This design comes from an exercise in tuning for small area on the open sky130 flow, not from production work.
RTL that was checked went through simulation tests only; none was proved equivalent to the original.
Power is estimated from default activity; no workload was simulated.

==> 09-08 <==
Design trap_unit, start of the top module:
module trap_unit (
  input  logic                               clk,
  input  logic                               reset,
  input  logic                               stall_n,
  input  logic                               hold_flag,
  input  logic                               exception_if,
  input  logic [3:0]                         cause_if,
  input  logic                               exception_id,
  input  logic [3:0]                         cause_id,
  input  logic [trap_pkg::xlen-1:0]          pc_id_ex,
  input  logic                               jump_en,
  input  logic [trap_pkg::xlen-1:0]          jump_addr,
  input  logic                               csr_valid,
  input  logic                               csr_write,
  input  logic [11:0]                        csr_addr,
  input  logic [trap_pkg::xlen-1:0]          csr_wdata,
  input  logic                               mret,
  input  logic [trap_pkg::ext_irq_lines-1:0] irq_lines,
  output logic [trap_pkg::xlen-1:0]          csr_rdata,
  output logic                               trap_taken,
  output logic [trap_pkg::xlen-1:0]          trap_target,
  output logic                               any_interrupt
);
  logic sel_mstatus, sel_mie, sel_mtvec, sel_mepc, sel_mcause, sel_mtval, sel_mip;
  logic sel_cmp_lo, sel_cmp_hi, sel_mask, sel_time_lo, sel_time_hi;
  logic csr_wr;
  assign sel_mstatus = csr_addr == trap_pkg::csr_mstatus_addr;
  assign sel_mie     = csr_addr == trap_pkg::csr_mie_addr;
  assign sel_mtvec   = csr_addr == trap_pkg::csr_mtvec_addr;
  assign sel_mepc    = csr_addr == trap_pkg::csr_mepc_addr;
  assign sel_mcause  = csr_addr == trap_pkg::csr_mcause_addr;
  assign sel_mtval   = csr_addr == trap_pkg::csr_mtval_addr;
  assign sel_mip     = csr_addr == trap_pkg::csr_mip_addr;
  assign sel_cmp_lo  = csr_addr == trap_pkg::csr_mtimecmp_lo_addr;
  assign sel_cmp_hi  = csr_addr == trap_pkg::csr_mtimecmp_hi_addr;
  assign sel_mask    = csr_addr == trap_pkg::csr_irq_mask_addr;
  assign sel_time_lo = csr_addr == trap_pkg::csr_mtime_lo_addr;
  ...
Settings: LEC_CHECK=0, CAP_MARGIN=20, CORE_MARGIN=2, CORE_UTILIZATION=40, SLEW_MARGIN=20; clock period 5.5 ns.
standard.sh (not shown) runs the stock make flow with config.mk's settings and CLKGATE_MAP_FILE= SYNTH_SCRIPT=/design/flow/synth_recipe.tcl, a recipe that flattens the netlist after the stock synthesis.
==> flow/flow/run.sh <==
#!/bin/bash
# Own flow: the standard layout (standard.sh) with
#  - port buffers made from the smallest buffer cell (buf_1),
#  - a clock tree without dummy loads,
#  - (if flow/area.abc exists) an area-oriented ABC mapping script in the synthesis.
# Each tool's output is logged in this folder (standard_flow.log, and ORFS's own logs under orfs/logs).
set -euo pipefail
W=$(pwd)
export OWN_WORK=$W
export OWN_ABC_SCRIPT=$W/flow/area.abc
export BUFFER_PORTS_ARGS="-buffer_cell sky130_fd_sc_hd__buf_1"
export CTS_ARGS="-sink_clustering_enable -repair_clock_nets -dont_use_dummy_load -buf_list sky130_fd_sc_hd__clkbuf_8 -sink_clustering_size 12 -sink_buffer_max_cap_derate 1.0 -sink_clustering_max_diameter 100"
bash standard.sh "SYNTH_SCRIPT=$W/flow/synth_wrap.tcl" "BUFFER_PORTS_ARGS=$BUFFER_PORTS_ARGS" "CTS_ARGS=$CTS_ARGS"  finish > standard_flow.log 2>&1
==> flow/flow/area.abc <==
strash
&get -n
&st
&dch
&nf -R 1000
&put
topo
stime -c
==> flow/flow/synth_wrap.tcl <==
# The standard flow's synthesis script with Yosys's abc call given the area-oriented ABC script in
# flow/area.abc; every other step (registers included) is the standard synthesis's.
proc abc {args} {
  set i [lsearch -exact $args -script]
  if {$i >= 0} { lset args [expr {$i + 1}] $::env(OWN_ABC_SCRIPT) }
  yosys abc {*}$args
}
source $::env(OWN_WORK)/synth_recipe.tcl
==> 12-27: changes against 09-08 <==
--- a/flow/design.v
+++ b/flow/design.v
@@ -161,26 +161,26 @@
     if (reset) begin
       mtimecmp <= '1;
     end else if (csr_wr) begin
       if (sel_cmp_lo) mtimecmp[31:0]  <= csr_wdata;
       if (sel_cmp_hi) mtimecmp[63:32] <= csr_wdata;
     end
   end
   always_comb begin
-    logic g, e;
+    logic ge_blk, gt_blk;
     time_ge = 1'b1;
     for (int k = 0; k < 8; k++) begin
-      g = 1'b0;
-      e = 1'b1;
+      ge_blk = 1'b1;
+      gt_blk = 1'b0;
       for (int j = 0; j < 8; j++) begin
-        g = (mtime[8*k+j] & ~mtimecmp[8*k+j]) | (~(mtime[8*k+j] ^ mtimecmp[8*k+j]) & g);
-        e = e & ~(mtime[8*k+j] ^ mtimecmp[8*k+j]);
+        ge_blk = (mtime[8*k+j] & ~mtimecmp[8*k+j]) | (mtime[8*k+j] & ge_blk) | (~mtimecmp[8*k+j] & ge_blk);
+        gt_blk = (mtime[8*k+j] & ~mtimecmp[8*k+j]) | (mtime[8*k+j] & gt_blk) | (~mtimecmp[8*k+j] & gt_blk);
       end
-      time_ge = g | (e & time_ge);
+      time_ge = time_ge ? ge_blk : gt_blk;
     end
   end
   always_ff @(posedge clk) begin
     if (reset) begin
       mtip <= 1'b0;
     end else begin
       mtip <= time_ge;
     end
@@ -272,43 +272,58 @@
     if (trap_taken) begin
       mcause <= {int_taken, 26'd0, trap_code};
       mtval  <= '0;
     end else if (csr_wr) begin
       if (sel_mcause) mcause <= csr_wdata;
       if (sel_mtval)  mtval  <= csr_wdata;
     end
   end
-  logic       vec_int;
-  logic [4:0] vec_add;
-  logic [5:0] low_sum;
-  logic [5:0] grp_go;
+  logic        vec_int;
+  logic [4:0]  vec_add;
+  logic [5:0]  low_sum;
+  logic [5:0]  grp_ones;
   logic [24:0] hi_pre;
+  logic [24:0] hi_flip;
   assign vec_int = int_taken && mtvec[1:0] == 2'b01;
   assign vec_add = vec_int ? trap_code : 5'd0;
   assign low_sum = {1'b0, mtvec[6:2]} + {1'b0, vec_add};
   always_comb begin
     for (int k = 0; k < 5; k++) begin
       hi_pre[5*k] = 1'b1;
       for (int j = 1; j < 5; j++) hi_pre[5*k+j] = hi_pre[5*k+j-1] & mtvec[7+5*k+j-1];
     end
-    grp_go[0] = low_sum[5];
-    for (int k = 0; k < 5; k++) grp_go[k+1] = grp_go[k] & hi_pre[5*k+4] & mtvec[7+5*k+4];
+    grp_ones[0] = 1'b1;
+    for (int k = 0; k < 5; k++) grp_ones[k+1] = grp_ones[k] & hi_pre[5*k+4] & mtvec[7+5*k+4];
     for (int k = 0; k < 5; k++)
       for (int j = 0; j < 5; j++)
-        trap_target[7+5*k+j] = mtvec[7+5*k+j] ^ (grp_go[k] & hi_pre[5*k+j]);
+        hi_flip[5*k+j] = grp_ones[k] & hi_pre[5*k+j];
   end
-  assign trap_target[6:0] = {low_sum[4:0], 2'b00};
-  assign csr_rdata = {32{csr_valid}} & (
-      ({32{sel_mstatus}} & {24'd0, mstatus_mpie, 3'd0, mstatus_mie, 3'd0}) |
-      ({32{sel_mie}}     & {20'd0, mie_meie, 3'd0, mie_mtie, 7'd0}) |
-      ({32{sel_mtvec}}   & mtvec) |
-      ({32{sel_mepc}}    & mepc) |
-      ({32{sel_mcause}}  & mcause) |
-      ({32{sel_mtval}}   & mtval) |
-      ({32{sel_mip}}     & {20'd0, meip, 3'd0, mtip, 7'd0}) |
-      ({32{sel_cmp_lo}}  & mtimecmp[31:0]) |
-      ({32{sel_cmp_hi}}  & mtimecmp[63:32]) |
-      ({32{sel_mask}}    & {24'd0, irq_mask}) |
-      ({32{sel_time_lo}} & mtime[31:0]) |
-      ({32{sel_time_hi}} & mtime[63:32]));
+  assign trap_target = {mtvec[31:7] ^ ({25{low_sum[5]}} & hi_flip), low_sum[4:0], 2'b00};
+  logic rd_mstatus, rd_mie, rd_mtvec, rd_mepc, rd_mcause, rd_mtval, rd_mip;
+  logic rd_cmp_lo, rd_cmp_hi, rd_mask, rd_time_lo, rd_time_hi;
+  assign rd_mstatus = csr_valid && sel_mstatus;
+  assign rd_mie     = csr_valid && sel_mie;
+  assign rd_mtvec   = csr_valid && sel_mtvec;
+  assign rd_mepc    = csr_valid && sel_mepc;
+  assign rd_mcause  = csr_valid && sel_mcause;
+  assign rd_mtval   = csr_valid && sel_mtval;
+  assign rd_mip     = csr_valid && sel_mip;
+  assign rd_cmp_lo  = csr_valid && sel_cmp_lo;
+  assign rd_cmp_hi  = csr_valid && sel_cmp_hi;
+  assign rd_mask    = csr_valid && sel_mask;
+  assign rd_time_lo = csr_valid && sel_time_lo;
+  assign rd_time_hi = csr_valid && sel_time_hi;
+  assign csr_rdata =
+      ({32{rd_mstatus}} & {24'd0, mstatus_mpie, 3'd0, mstatus_mie, 3'd0}) |
+      ({32{rd_mie}}     & {20'd0, mie_meie, 3'd0, mie_mtie, 7'd0}) |
+      ({32{rd_mtvec}}   & mtvec) |
+      ({32{rd_mepc}}    & mepc) |
+      ({32{rd_mcause}}  & mcause) |
+      ({32{rd_mtval}}   & mtval) |
+      ({32{rd_mip}}     & {20'd0, meip, 3'd0, mtip, 7'd0}) |
+      ({32{rd_cmp_lo}}  & mtimecmp[31:0]) |
+      ({32{rd_cmp_hi}}  & mtimecmp[63:32]) |
+      ({32{rd_mask}}    & {24'd0, irq_mask}) |
+      ({32{rd_time_lo}} & mtime[31:0]) |
+      ({32{rd_time_hi}} & mtime[63:32]);
 endmodule
 `default_nettype wire
==> flow/flow/run.sh (replaced) <==
#!/bin/bash
# Own flow: the standard layout (standard.sh) with
#  - port buffers made from the smallest buffer cell (buf_1),
#  - a clock tree without dummy loads,
#  - (if flow/area.abc exists) an area-oriented ABC mapping script in the synthesis.
# Each tool's output is logged in this folder (standard_flow.log, and ORFS's own logs under orfs/logs).
set -euo pipefail
W=$(pwd)
export OWN_WORK=$W
export OWN_ABC_SCRIPT=$W/flow/area.abc
export BUFFER_PORTS_ARGS="-buffer_cell sky130_fd_sc_hd__buf_1"
export CTS_ARGS="-sink_clustering_enable -repair_clock_nets -dont_use_dummy_load -buf_list sky130_fd_sc_hd__clkbuf_8 -sink_clustering_size 14 -sink_buffer_max_cap_derate 1.0 -sink_clustering_max_diameter 100"
bash standard.sh "SYNTH_SCRIPT=$W/flow/synth_wrap.tcl" "BUFFER_PORTS_ARGS=$BUFFER_PORTS_ARGS" "CTS_ARGS=$CTS_ARGS"  finish > standard_flow.log 2>&1
==> flow/flow/area.abc (replaced) <==
strash
&get -n
&st
&dch
&nf
&put
topo
stime -c
==> flow/config.mk (replaced) <==
export PLATFORM = sky130hd
export DESIGN_NAME = trap_unit
export DESIGN_NICKNAME = trap_unit
export VERILOG_FILES = /design/flow/design.v
export SDC_FILE = /design/flow/constraint.sdc
export NUM_CORES = 4
export LEC_CHECK = 0
export CAP_MARGIN = 20
export CORE_MARGIN = 2
export CORE_UTILIZATION = 50
export SLEW_MARGIN = 20
==> impl_results.md <==
- Die Wd: 178 um
- Power Total: 3.92 mW
- Period utilisation layout: 0.969
- M1 wire length: 23.3 mm
- GR Util met3: 0.0416
- Pwr dens: 228 nW/um2
- Outcome: complete, no violations
- Area post-placement: 16800 um2
- Setup Total Neg Slack: 0 ns
[end of results for 12-27]
==> impl_results.md <==
- Final setup viols: 8
- Die Wd: 199 um
- Outcome: finished with violations
- Period utilisation layout: 1.08
- Violated checks: negative setup slack
- M1 wire length: 23.9 mm
- Final worst slack: -0.415 ns
- Setup Total Neg Slack: -1.97 ns
- Area post-placement: 17300 um2
[end of results for 09-08]
For 09-08, only the layout was checked, not whether the RTL still works.

-- port drivers added, routing unchanged --
The results above use ideal ports. As a check the final layouts listed here were re-extracted and re-timed, cells and wires unchanged.
Step 1 sets driving cells, clkbuf_16 on the clock port and buf_2 on the other inputs (assumed; they add their load-dependent delay and slew).
Step 2 also shifts input and output timing later by t, the mid clock arrival at the registers, as if the neighbouring blocks saw the same clock.
a / b / c = ideal ports / drivers / drivers and shift; a / b = the first two.
| run | t, ns | slack for setup (ns) | worst data-port slew with drivers (ns) |
|---|---|---|---|
| 09-08 | 0.664 | -0.415 / -0.469 / -0.062 | 0.05 |
| 12-27 | 0.628 | 0.172 / 0.123 / 0.205 | 0.06 |
